Source: an optimization exercise on an open RTL-to-GDS flow (aim: small area). Production flows keep margins and buffers that such runs may drop. The RTL was checked by simulation tests, not by an equivalence proof against the original design. The clock port is modelled as an ideal driver; clocking choices that lean on that would not hold on a real chip.

==> inputs of run H <==
Design frame_gen_top, start of the top module:
module frame_gen_top #(
    parameter int         PAYLOAD_LENGTH  = 128,
    parameter logic [7:0] PAYLOAD_PATTERN = 8'h55
) (
    input  logic                        clk,
    input  logic                        i_rst_n,
    input  logic                        i_start,
    input  logic [111:0]                i_header,           
    input  logic [15:0]                 i_payload_length,
    input  logic [8*PAYLOAD_LENGTH-1:0] i_payload,          
    input  logic [7:0]                  i_mode,
    output logic                        o_valid,
    output logic [63:0]                 o_frame_out,
    output logic                        o_done
);
    logic        load;
    logic        load_n;
    logic        preamble;
    logic        body;
    logic        fcs;
    logic        hdr0;
    logic        hdr1;
    logic        beat7;
    logic        body_last;
    logic [7:0]  pass;
    logic [7:0]  pass_n;
    logic [7:0]  set;
    logic [31:0] fcs_value;
    frame_fsm u_fsm (
        .clk         (clk),
        .i_rst_n     (i_rst_n),
        .i_start     (i_start),
        .i_body_last (body_last),
        .o_load      (load),
        .o_load_n    (load_n),
        .o_preamble  (preamble),
        .o_body      (body),
        .o_fcs       (fcs),
        .o_hdr0      (hdr0),
        .o_hdr1      (hdr1),
        .o_beat7     (beat7)
    );
    beat_counter #(
        .PAYLOAD_LENGTH (PAYLOAD_LENGTH)
    ) u_counter (
        .clk              (clk),
        .i_load           (load),
        .i_preamble       (preamble),
        .i_body           (body),
        .i_hdr0           (hdr0),
        .i_hdr1           (hdr1),
        .i_beat7          (beat7),
        .i_payload_length (i_payload_length),
        .i_mode           (i_mode),
        .o_pass           (pass),
        .o_pass_n         (pass_n),
        .o_set            (set),
        .o_body_last      (body_last)
    );
    crc32_beat u_crc (
        .clk         (clk),
        .i_init      (preamble),
  ...
clock: 8.0 ns
lec_check: 0
cap_margin: 20
core_margin: 2
core_utilization: 22
slew_margin: 20
standard.sh (not shown) runs the stock make flow with config.mk's settings and CLKGATE_MAP_FILE= SYNTH_SCRIPT=/design/flow/synth_recipe.tcl, a recipe that flattens the netlist after the stock synthesis.
==> flow/flow/run.sh <==
#!/bin/bash
# The standard layout with three changes to how it is built:
#  - port buffers made from the smallest buffer cell (buf_1);
#  - clock tree synthesis with clkbuf_4/clkbuf_8, clusters of up to 25 sinks
#    within 120 um, and no dummy loads;
#  - after clock tree synthesis, flow/post_cts.tcl upsizes any clock buffer
#    whose sinks see a clock slew above 115 ps (placement estimate).
set -euo pipefail
export BUFFER_PORTS_ARGS="-buffer_cell sky130_fd_sc_hd__buf_1"
export CTS_ARGS="-sink_clustering_enable -repair_clock_nets -dont_use_dummy_load -buf_list {sky130_fd_sc_hd__clkbuf_4 sky130_fd_sc_hd__clkbuf_8} -sink_clustering_size 25 -sink_clustering_max_diameter 120"
export POST_CTS_TCL="$PWD/flow/post_cts.tcl"
export CLK_SLEW_TARGET=0.115
bash standard.sh > standard.log 2>&1
==> flow/flow/post_cts.tcl <==
# After clock tree synthesis: upsize clock buffers whose sinks see a slow
# clock edge, so every flip-flop clock pin stays well inside the slew limit.
proc clk_sink_slew { inst } {
  set worst 0
  foreach out [get_pins -of_objects $inst -filter "direction == output"] {
    foreach p [get_pins -of_objects [get_nets -of_objects $out] -filter "direction == input"] {
      set s [get_property $p slew_max]
      if { $s > $worst } { set worst $s }
    }
  }
  return $worst
}
set up_list {sky130_fd_sc_hd__clkbuf_1 sky130_fd_sc_hd__clkbuf_2 sky130_fd_sc_hd__clkbuf_4 sky130_fd_sc_hd__clkbuf_8 sky130_fd_sc_hd__clkbuf_16}
set limit [expr { [info exists ::env(CLK_SLEW_TARGET)] ? $::env(CLK_SLEW_TARGET) : 0.100 }]
for { set pass 0 } { $pass < 4 } { incr pass } {
  estimate_parasitics -placement
  set changed 0
  foreach inst [get_cells *] {
    set m [get_property $inst ref_name]
    set i [lsearch $up_list $m]
    if { $i < 0 || $i == [llength $up_list] - 1 } { continue }
    if { [clk_sink_slew $inst] > $limit } {
      replace_cell $inst [lindex $up_list [expr { $i + 1 }]]
      incr changed
    }
  }
  puts "post_cts pass $pass: upsized $changed clock buffers"
  if { $changed == 0 } { break }
}
detailed_placement
check_placement -verbose
estimate_parasitics -placement
==> run A (differences from run H) <==
--- a/flow/flow/run.sh
+++ b/flow/flow/run.sh
@@ -1,3 +1,5 @@
 #!/bin/bash
-# The standard layout with three changes to how it is built:
+# The standard layout with these changes to how it is built:
+#  - synthesis is the standard synthesis with an area-only abc mapping
+#    script (flow/synth_area.tcl, flow/abc_area.abc); registers are unchanged;
 #  - port buffers made from the smallest buffer cell (buf_1);
@@ -8,2 +10,4 @@
 set -euo pipefail
+export FLOW_SYNTH_TCL="$PWD/synth_recipe.tcl"
+export FLOW_ABC_SCRIPT="$PWD/flow/abc_area.abc"
 export BUFFER_PORTS_ARGS="-buffer_cell sky130_fd_sc_hd__buf_1"
@@ -12,2 +16,4 @@
 export CLK_SLEW_TARGET=0.115
-bash standard.sh > standard.log 2>&1
+sed "s#SYNTH_SCRIPT=[^ ]*#SYNTH_SCRIPT=$PWD/flow/synth_area.tcl#" standard.sh > standard_area.sh
+grep -q "SYNTH_SCRIPT=$PWD/flow/synth_area.tcl" standard_area.sh
+bash standard_area.sh > standard.log 2>&1
==> flow/flow/abc_area.abc (new file) <==
&get -n
&st
&dch -f
&nf -R 1000
&put
==> flow/flow/synth_area.tcl (new file) <==
# The standard synthesis (synth_recipe.tcl, sourced below) with one change:
# the abc technology-mapping call uses flow/abc_area.abc, an area-only mapping
# that keeps the shared xor terms of the crc. Registers are mapped before abc
# (dfflibmap), so they come out exactly as in the standard synthesis.
proc abc {args} {
  set i [lsearch -exact $args -script]
  if { $i >= 0 && [string match *abc_speed.script [lindex $args [expr {$i + 1}]]] } {
    lset args [expr {$i + 1}] $::env(FLOW_ABC_SCRIPT)
  }
  yosys abc {*}$args
}
source $::env(FLOW_SYNTH_TCL)
==> run M (differences from run H) <==
--- a/flow/flow/run.sh
+++ b/flow/flow/run.sh
@@ -1,3 +1,5 @@
 #!/bin/bash
-# The standard layout with three changes to how it is built:
+# The standard layout with these changes to how it is built:
+#  - synthesis is the standard synthesis with an area-only abc mapping
+#    script (flow/synth_area.tcl, flow/abc_area.abc); registers are unchanged;
 #  - port buffers made from the smallest buffer cell (buf_1);
@@ -8,2 +10,4 @@
 set -euo pipefail
+export FLOW_SYNTH_TCL="$PWD/synth_recipe.tcl"
+export FLOW_ABC_SCRIPT="$PWD/flow/abc_area.abc"
 export BUFFER_PORTS_ARGS="-buffer_cell sky130_fd_sc_hd__buf_1"
@@ -12,2 +16,4 @@
 export CLK_SLEW_TARGET=0.115
-bash standard.sh > standard.log 2>&1
+sed "s#SYNTH_SCRIPT=[^ ]*#SYNTH_SCRIPT=$PWD/flow/synth_area.tcl#" standard.sh > standard_area.sh
+grep -q "SYNTH_SCRIPT=$PWD/flow/synth_area.tcl" standard_area.sh
+bash standard_area.sh > standard.log 2>&1
==> flow/flow/abc_area.abc (new file) <==
&get -n
&st
&dch -f
&nf -R 1000
&put
==> flow/flow/synth_area.tcl (new file) <==
# The standard synthesis (synth_recipe.tcl, sourced below) with one change:
# the abc technology-mapping call uses flow/abc_area.abc, an area-only mapping
# that keeps the shared xor terms of the crc. Registers are mapped before abc
# (dfflibmap), so they come out exactly as in the standard synthesis.
proc abc {args} {
  set i [lsearch -exact $args -script]
  if { $i >= 0 && [string match *abc_speed.script [lindex $args [expr {$i + 1}]]] } {
    lset args [expr {$i + 1}] $::env(FLOW_ABC_SCRIPT)
  }
  yosys abc {*}$args
}
source $::env(FLOW_SYNTH_TCL)
CORE_ASPECT_RATIO = 0.7   (was not set)
CORE_UTILIZATION = 27   (was 22)
==> flow_summary.ini <==
[outcome]
outcome = finished clean

[logic_synthesis]
synthSimpleGateAreaFrac = 0.02270
postSynthNetCount = 4380

[drt]
detail_route.wl_per_cell_um = 24.51
drt_iter0_drc = 3038

[timing]
post-route-period-util = 0.7634

[final_layout]
fin_area_sq_um = 47940
drive_gt1_frac = 0.02636

[worst_setup_path]
crit_family = XOR/XNOR gates
# the run above: run M

==> flow_summary.ini <==
[final_layout]
drive_gt1_frac = 0.02764

[drt]
detail_route.wl_per_cell_um = 25.62
drt_iter0_drc = 2940
routed_wl_mm = 177.0

[logic_synthesis]
synthXorXnorAreaFrac = 0.09882
synthSimpleGateAreaFrac = 0.02270

[worst_setup_path]
crit_family = XOR/XNOR gates

[timing]
post-route-period-util = 0.7116

[outcome]
outcome = finished clean
# the run above: run A

==> flow_summary.ini <==
[outcome]
outcome = finished clean

[logic_synthesis]
synthSimpleGateAreaFrac = 0.03200

[timing]
post-route-period-util = 0.6631

[drt]
detail_route.wl_per_cell_um = 30.31
drt_iter0_drc = 3955

[worst_setup_path]
crit_family = flip-flops
# the run above: run H

## static timing again, ports no longer ideal
The flow's constraints put no driver on any port. The routed layouts listed below were extracted and timed again, unchanged, in two steps. Step 1: set_driving_cell puts a clkbuf_16 on clk and a buf_2 on each other input, an assumption about the parent block. Step 2 adds t to the input delays and takes it off the output delays; t is the mean of the earliest and latest rising clock arrival at the registers after step 1. Input paths then give back, and output paths get back, about the clock's delay inside the block. Three values: ideal, step 1, step 2; two values: the first two.
run | shift t [ns] | slack for setup (ns) | worst register clock-pin slew, ns
run H | 0.736 | 2.695 / 2.622 / 3.221 | 0.11 / 0.11
run A | 0.766 | 2.307 / 2.281 / 2.307 | 0.11 / 0.11
run M | 0.773 | 1.893 / 1.893 / 1.893 | 0.11 / 0.11
After both steps setup and hold are still met in every run listed.
